What follows belongs to an exercise in optimizing a design on an open flow for small area, a short achievable clock period and few clock cycles per item; a production flow would make more cautious choices. At most, simulation tests tie the RTL to the original design; equivalence was not proved. Only the layout flow was run in run 1; the RTL was not checked for function there. Power figures rest on the tool's default switching activity, not on a simulated workload.

## flow/design.v (module list and top-level ports; edited modules follow where they fit)
// module gc_trigger_policy_unit: 1615 lines
module gc_trigger_policy_unit
#(
  parameter int TOTAL_WIDTH   = gtp_pkg::TOTAL_WIDTH_DEF,
  parameter int COUNTER_WIDTH = gtp_pkg::COUNTER_WIDTH_DEF,
  parameter int PEAK_CAP      = gtp_pkg::PEAK_CAP_DEF
) (
  input  logic                  clk,
  input  logic                  rst_n,
  input  logic                  cfg_we,
  input  logic [gtp_pkg::SPP_W-1:0]      cfg_wdata,
  input  logic                  in_valid,
  output logic                  in_ready,
  input  logic [gtp_pkg::CMD_W-1:0]      in_cmd,
  input  logic [gtp_pkg::TOTAL_IN_W-1:0] in_allocated_total,
  input  logic [gtp_pkg::SLOT_W-1:0]     in_swept_slots,
  input  logic [gtp_pkg::PAGE_W-1:0]     in_empty_pages,
  input  logic [gtp_pkg::SLOT_W-1:0]     in_final_slots,
  input  logic [gtp_pkg::OBJ_W-1:0]      in_old_objects,
  input  logic [gtp_pkg::OBJ_W-1:0]      in_old_limit,
  input  logic [gtp_pkg::OBJ_W-1:0]      in_shady_objects,
  input  logic [gtp_pkg::OBJ_W-1:0]      in_shady_limit,
  input  logic                  in_became_major,
  output logic                  out_valid,
  input  logic                  out_ready,
  output logic [gtp_pkg::ACT_W-1:0]      out_action,
  output logic                  out_enabled,
  output logic [gtp_pkg::CNT_OUT_W-1:0]  out_major_tally,
  output logic [gtp_pkg::CNT_OUT_W-1:0]  out_minor_tally,
  output logic [gtp_pkg::CNT_OUT_W-1:0]  out_sweep_tally,
  output logic [gtp_pkg::CNT_OUT_W-1:0]  out_total_count
);
  // ...
==> flow/flow/run.sh <==
#!/bin/bash
# The standard layout (the standard flow's synthesis, clock and constraints), with two
# changes to how it is built: the port buffers are the small, fast buf_1
# (every port still gets one), and timing repair aims 6.5 ns below the clock
# period instead of at it.
set -euo pipefail
bash standard.sh SETUP_SLACK_MARGIN=6.5 "BUFFER_PORTS_ARGS=-buffer_cell sky130_fd_sc_hd__buf_1" finish > standard.log 2>&1
==> flow/standard.sh <==
#!/bin/bash
# synth_recipe.tcl (not shown) runs the flow's synth.tcl, then flattens the netlist and writes it again
# the make line also repeats each setting of config.mk as NAME=value (left out here)
make -C /OpenROAD-flow-scripts/flow DESIGN_CONFIG=/design/flow/config.mk WORK_HOME=/design/flow/orfs CLKGATE_MAP_FILE= SYNTH_SCRIPT=/design/flow/synth_recipe.tcl "${@:-finish}"
==> flow/config.mk <==
export PLATFORM = sky130hd
export DESIGN_NAME = gc_trigger_policy_unit
export DESIGN_NICKNAME = gc_trigger_policy_unit
export VERILOG_FILES = /design/flow/design.v
export SDC_FILE = /design/flow/constraint.sdc
export NUM_CORES = 4
export LEC_CHECK = 0
export CAP_MARGIN = 20
export CORE_MARGIN = 2
export CORE_UTILIZATION = 40
export CTS_BUF_LIST = sky130_fd_sc_hd__clkbuf_16
export CTS_CLUSTER_DIAMETER = 80
export CTS_CLUSTER_SIZE = 30
export SLEW_MARGIN = 20
==> flow/constraint.sdc <==
create_clock -name core_clock -period 10.0 [get_ports {clk}]
set_input_delay 2.0000 -clock core_clock [delete_from_list [all_inputs] [get_ports {clk}]]
set_output_delay 2.0000 -clock core_clock [all_outputs]
set_load 0.01 [all_outputs]
==> impl_metrics.py, run 1 <==
metrics = {
    "clock_tree": {
        "cts_root_buffer": "clkbuf_16",
        "clk_latency_ns": 0.72,
    },
    "global_routing": {
        "overflow": 0,
        "grt_start_max_net_pins": 150,
        "top_usage_layer": "met2",
        "antenna_found_initial": 4,
    },
    "setup_path": {
        "cp_top_family": "compound AO/OA/AOI/OAI gates",
        "critPathCapture": "mean_r[47]",
        "endpoint_kind": "register",
        "crit_cells": 12,
        "r2r_end": "mean_r[47]",
    },
    "floorplan": {
        "core_area_sq_mm": 0.159,
    },
    "detailed_routing": {
        "num_vias": 46300,
        "highest_layer": "met5",
    },
    "yosys": {
        "synth.avg_cell_area_sq_um": 9.74,
        "ys_types": 80,
        "syn-num-nets": 7846,
        "synthMuxAreaShare_pct": 0.477,
        "synthAdderAreaFrac_pct": 26.6,
    },
    "cells_and_area": {
        "final_common_cell": "inv_1",
        "final_area_sq_mm": 0.0729,
        "dominant_cells": "multi-input combinational cells",
        "nNonClkBuffers": 545,
        "bufAreaShareNonClock_pct": 3.54,
        "multi_input_area_share_pct": 52.0,
        "layoutNonFillerInstCount": 9063,
        "nFillCells": 15000,
    },
    "sta": {
        "max_freq_mhz": 281,
        "hold_viol_final": 0,
        "holdWs_ns": 0.330,
        "setup_viol": 0,
        "drv_slew": 0,
    },
    "placement": {
        "dpl.cell_count": 8826,
        "dpl_cell_area_sq_mm": 0.0675,
    },
    "power": {
        "p_seq_mw": 5.50,
        "clkPwrFrac_pct": 23.7,
    },
    "run_status": {
        "status": "no timing/DRC/antenna violations",
    },
    "flow_run": {
        "cap_violations": 0,
    },
    "hold_path": {
        "worst_hold_path.endpoint": "d_full",
        "hold_depth": 0,
    },
}
==> run 2, diff against run 1 <==
--- a/flow/design.v
+++ b/flow/design.v
@@ -55,17 +55,17 @@
   input  logic                  out_ready,
   output logic [gtp_pkg::ACT_W-1:0]      out_action,
   output logic                  out_enabled,
   output logic [gtp_pkg::CNT_OUT_W-1:0]  out_major_tally,
   output logic [gtp_pkg::CNT_OUT_W-1:0]  out_minor_tally,
   output logic [gtp_pkg::CNT_OUT_W-1:0]  out_sweep_tally,
   output logic [gtp_pkg::CNT_OUT_W-1:0]  out_total_count
 );
-  localparam int QD = 6;      
+  localparam int QD = 7;      
   logic       in_ready_r;
   logic [2:0] cnt_r;           
   logic       acc, load, pop;
   logic       out_valid_r;
   logic       q_ne;
   assign acc  = in_valid & in_ready_r;
   assign load = out_ready | ~out_valid_r;    
   assign pop  = load & q_ne;
==> run 2 against run 1 <==
Critical path depth did not move. Sequential power rose by 0.9%. Critical path type unchanged. Via count fell by 0.43%. Still clean on timing, DRC and antenna.
==> impl_metrics.py, run 2 <==
metrics = {
    "run_status": {
        "status": "no timing/DRC/antenna violations",
    },
    "cells_and_area": {
        "multi_input_area_sq_mm": 0.0376,
        "nFillCells": 15200,
        "final_area_sq_mm": 0.0724,
        "nNetsFinal": 8179,
        "area_delta_synth_final_pct": 12.7,
        "register_area_sq_mm": 0.0230,
        "final_common_cell": "inv_1",
        "layout_common_cells": "1030 x inv_1, 816 x dfxtp_1, 576 x fa_1",
        "drive_gt1_share_pct": 7.87,
    },
    "yosys": {
        "post-synth-top-count-cell": "inv_1",
        "synthAdderAreaFrac_pct": 26.4,
        "syn_area_sq_mm": 0.0642,
        "syn_inst": 6559,
        "ys_types": 99,
        "synth_top_area_cell": "dfxtp_1",
        "yosys.area.top_type_share_pct": 28.1,
        "synthTopCellsByArea": "dfxtp_1 28%, fa_1 18%, ha_1 8.1%",
        "synth_async_sr_flop_share_pct": 0,
        "synth_warnings": 1,
        "synthSimpleGateAreaFrac_pct": 10.3,
        "synth_xor_area_share_pct": 6.43,
        "syn-num-nets": 7841,
        "synth_edf_count": 159,
        "synthMuxAreaShare_pct": 0.668,
        "ys_ff_latch": 1061,
        "synth_compound_area_share_pct": 13.0,
        "synthFlopType": "dfxtp_1",
        "synth.avg_cell_area_sq_um": 9.79,
        "synth_top_family_by_area": "adder cells",
        "ys_seq_area_share_pct": 35.5,
        "synthTopCellsByCount": "1032 x inv_1, 902 x dfxtp_1, 583 x fa_1, 454 x nand2_1, 428 x nor2_1",
    },
    "floorplan": {
        "core_area_sq_mm": 0.160,
        "io_pins": 418,
        "initial_core_util_pct": 40.1,
        "die-area_sq_mm": 0.164,
        "die_width_microns": 405,
        "rows": 147,
        "die_h_microns": 405,
    },
    "global_routing": {
        "antenna_found_initial": 5,
        "grt_pass1_vias": 46500,
        "grt_pass1_wl_microns": 261000,
        "grt_start_max_net_pins": 188,
        "overflow": 0,
        "track_usage_pct": 20.3,
    },
    "placement": {
        "place.gp.congestion": 0.896,
        "port_buffers": 417,
        "dp_slack_ns": 5.51,
        "dp_hpwl_microns": 129000,
        "dpl_cell_area_sq_mm": 0.0678,
    },
    "sta": {
        "period_share_pct": 35.5,
        "holdWs_ns": 0.310,
        "rsz0062_at_grt": "true",
        "worst_slew_pin_slew_ns": 1.15,
        "fin_tns_setup_ns": 0,
        "fin_worst_skew_ns": 0.0588,
        "drv_slew": 0,
        "max_freq_mhz": 282,
        "setup_slack_ns": 6.45,
        "setup_viol": 0,
        "hold_viol_final": 0,
        "relSlewSlack_pct": 22.6,
        "fin_crit_ns": 3.55,
    },
    "setup_path": {
        "slowest_delay_ns": 0.48,
        "critical_path_class": "reg -> reg",
        "crit_arrival_ns": 4.19,
        "cp.required_ns": 10.65,
        "slowest_stage": "fa_2",
        "crit_fanout": 4,
        "endpoint_kind": "register",
        "startpoint_type": "register",
        "crit_chain": "fa_2 > ha_1 > nand4_1 > a211oi_2 > o2111ai_2 > a2111oi_4 > buf_4 > o21ai_4 > a311oi_2 > nor2_1 > xor2_1 > a211oi_1",
    },
    "detailed_routing": {
        "drt_pre_antenna_iters": 6,
        "viasPerCell": 5.09,
        "num_vias": 46100,
        "avgRoutedWirePerCell_microns": 18.5,
        "antenna_left": 0,
        "drt_wl_total_microns": 167000,
        "drt_iter0_markers": 3225,
        "drc_errors": 0,
    },
    "clock_tree": {
        "cts_max_path_buffers": 3,
        "cts_tree": "built",
        "cts.clk_slew.worst_paths_ns": 0.09,
        "cts_root_buffer": "clkbuf_16",
        "cts_sinks": 1061,
        "cts_buffers": 79,
        "h-tree-depth": 3,
        "clk_latency_ns": 0.74,
    },
    "power": {
        "power_density_mw_per_mm2": 213,
        "vdd_drop_max_uv": 165,
        "power_leakage_nw": 30.7,
    },
    "hold_path": {
        "hp-class": "reg -> reg",
    },
    "flow_run": {
        "cap_violations": 0,
    },
}
[run 2: cell types whose count changed in the layout (fill, tap and decap cells not counted), sizes merged, moves of 9 or more]
cell,change
nand2,+12
nor4,-17
a21o,-23
nor2,+16
mux2i,+9
inv,+9
a21oi,-10
buf,-34
nand2b,+23
and3,-12
o21ai,-9
o21bai,+12
[run 2: area by class of cell]
type,instances,area share [%]
multi-input combinational,4210,51.9
timing repair buffer,509,3.23
tap,2086,3.60
clock inverter,62,1.35
inverter,1036,5.38
sequential,1061,31.7
antenna,6,0.0207
clock buffer,82,2.83
[run 2: path summary, 6_finish.rpt]
check | slack (ns) | endpoint | start | cells past startpoint
min | 0.31 | c_pend | b_pend | 0
max | 6.45 | mean_r[43] | mean_r[3] | 12
min reg2reg | 0.31 | c_pend | b_pend | 0
max reg2reg | 6.45 | mean_r[43] | mean_r[3] | 12
[run 2: through the flow]
stage               utilization, %  instances  power, mW
global route                  45.3       9047       16.6
finish                        45.3       9052       15.4
global placement              42.4       8830       11.3
detailed placement            42.4       8830       11.4
CTS                           44.7       9001       15.3
floorplan                        -       6559       9.82
[run 2: metal layers]
layer	vias up	routed length, microns	track usage (%)
met4	0	5890	7.04
met3	297	8990	3.27
met2	1257	77700	33.6
li1	22300	-	-
met1	22200	74800	26.8
met5	-	0	0
[run 2: logic make-up (layout without fill, tap and decap cells)]
group | after synthesis | after routing
AO/OA/AOI/OAI | 1251 | 1253
buffers and inverters | 1291 | 1689
adder cells (fa/ha/maj) | 1010 | 1010
AND/OR/NAND/NOR | 1437 | 1438
multiplexers | 37 | 37
XOR/XNOR | 472 | 472
other | 0 | 6
flip-flops | 1061 | 1061
[run 2: critical path: cells and delay by family, from the launching register on]
family / cells / cell delay [ns]
adders and majority gates: 2 / 0.78
DFF: 1 / 0.38
xor gates and xnor gates: 1 / 0.15
AOI/OAI and AO/OA: 6 / 1.72
buffers and inverters: 1 / 0.19
and+or+nand+nor: 2 / 0.26
[run 2: power by group]
part | leakage, nW | internal (mW) | switching (mW) | total [mW]
registers | 9.26 | 4.99 | 0.565 | 5.55
logic | 20.0 | 2.67 | 3.57 | 6.24
clock network | 1.43 | 1.70 | 1.94 | 3.65
[run 2: repair_timing]
action                                 CTS  global route
pin swaps                               24            60
cloned                                   2             1
endpoints found under the hold margin    0             0
buffers inserted                        25            44
gates resized for setup                168           130
setup endpoints to repair              211           168
hold buffers                             0             0
Testbench counts of run 2, summed over its fixed seeds: cycles 9,648, items 9,600.

-- afterwards: timing with drivers on the ports --
Ports are ideal in the flow. The routed layouts listed here were re-timed in OpenROAD. Step 1 sets driving cells, clkbuf_16 on the clock port and buf_2 on the other inputs (assumed; they add their load-dependent delay and slew). Step 2 also shifts input and output timing later by t, the mid clock arrival at the registers, as if the neighbouring blocks saw the same clock. Three values: ideal ports, drivers, drivers and shift; two values: the first two.
run | t (ns) | setup slack, ns | latest minus earliest clock arrival (ns) | worst slew at a driven data input, ns
run 1 | 0.784 | 6.439 / 6.428 / 5.912 | 0.041 / 0.041 | 0.10
run 2 | 0.793 | 6.454 / 6.454 / 5.960 | 0.062 / 0.062 | 0.09
After both steps setup and hold are still met in every run listed. For run 1, which loses most, drivers alone change the setup slack by -0.011 ns; drivers and shift together by -0.527 ns.
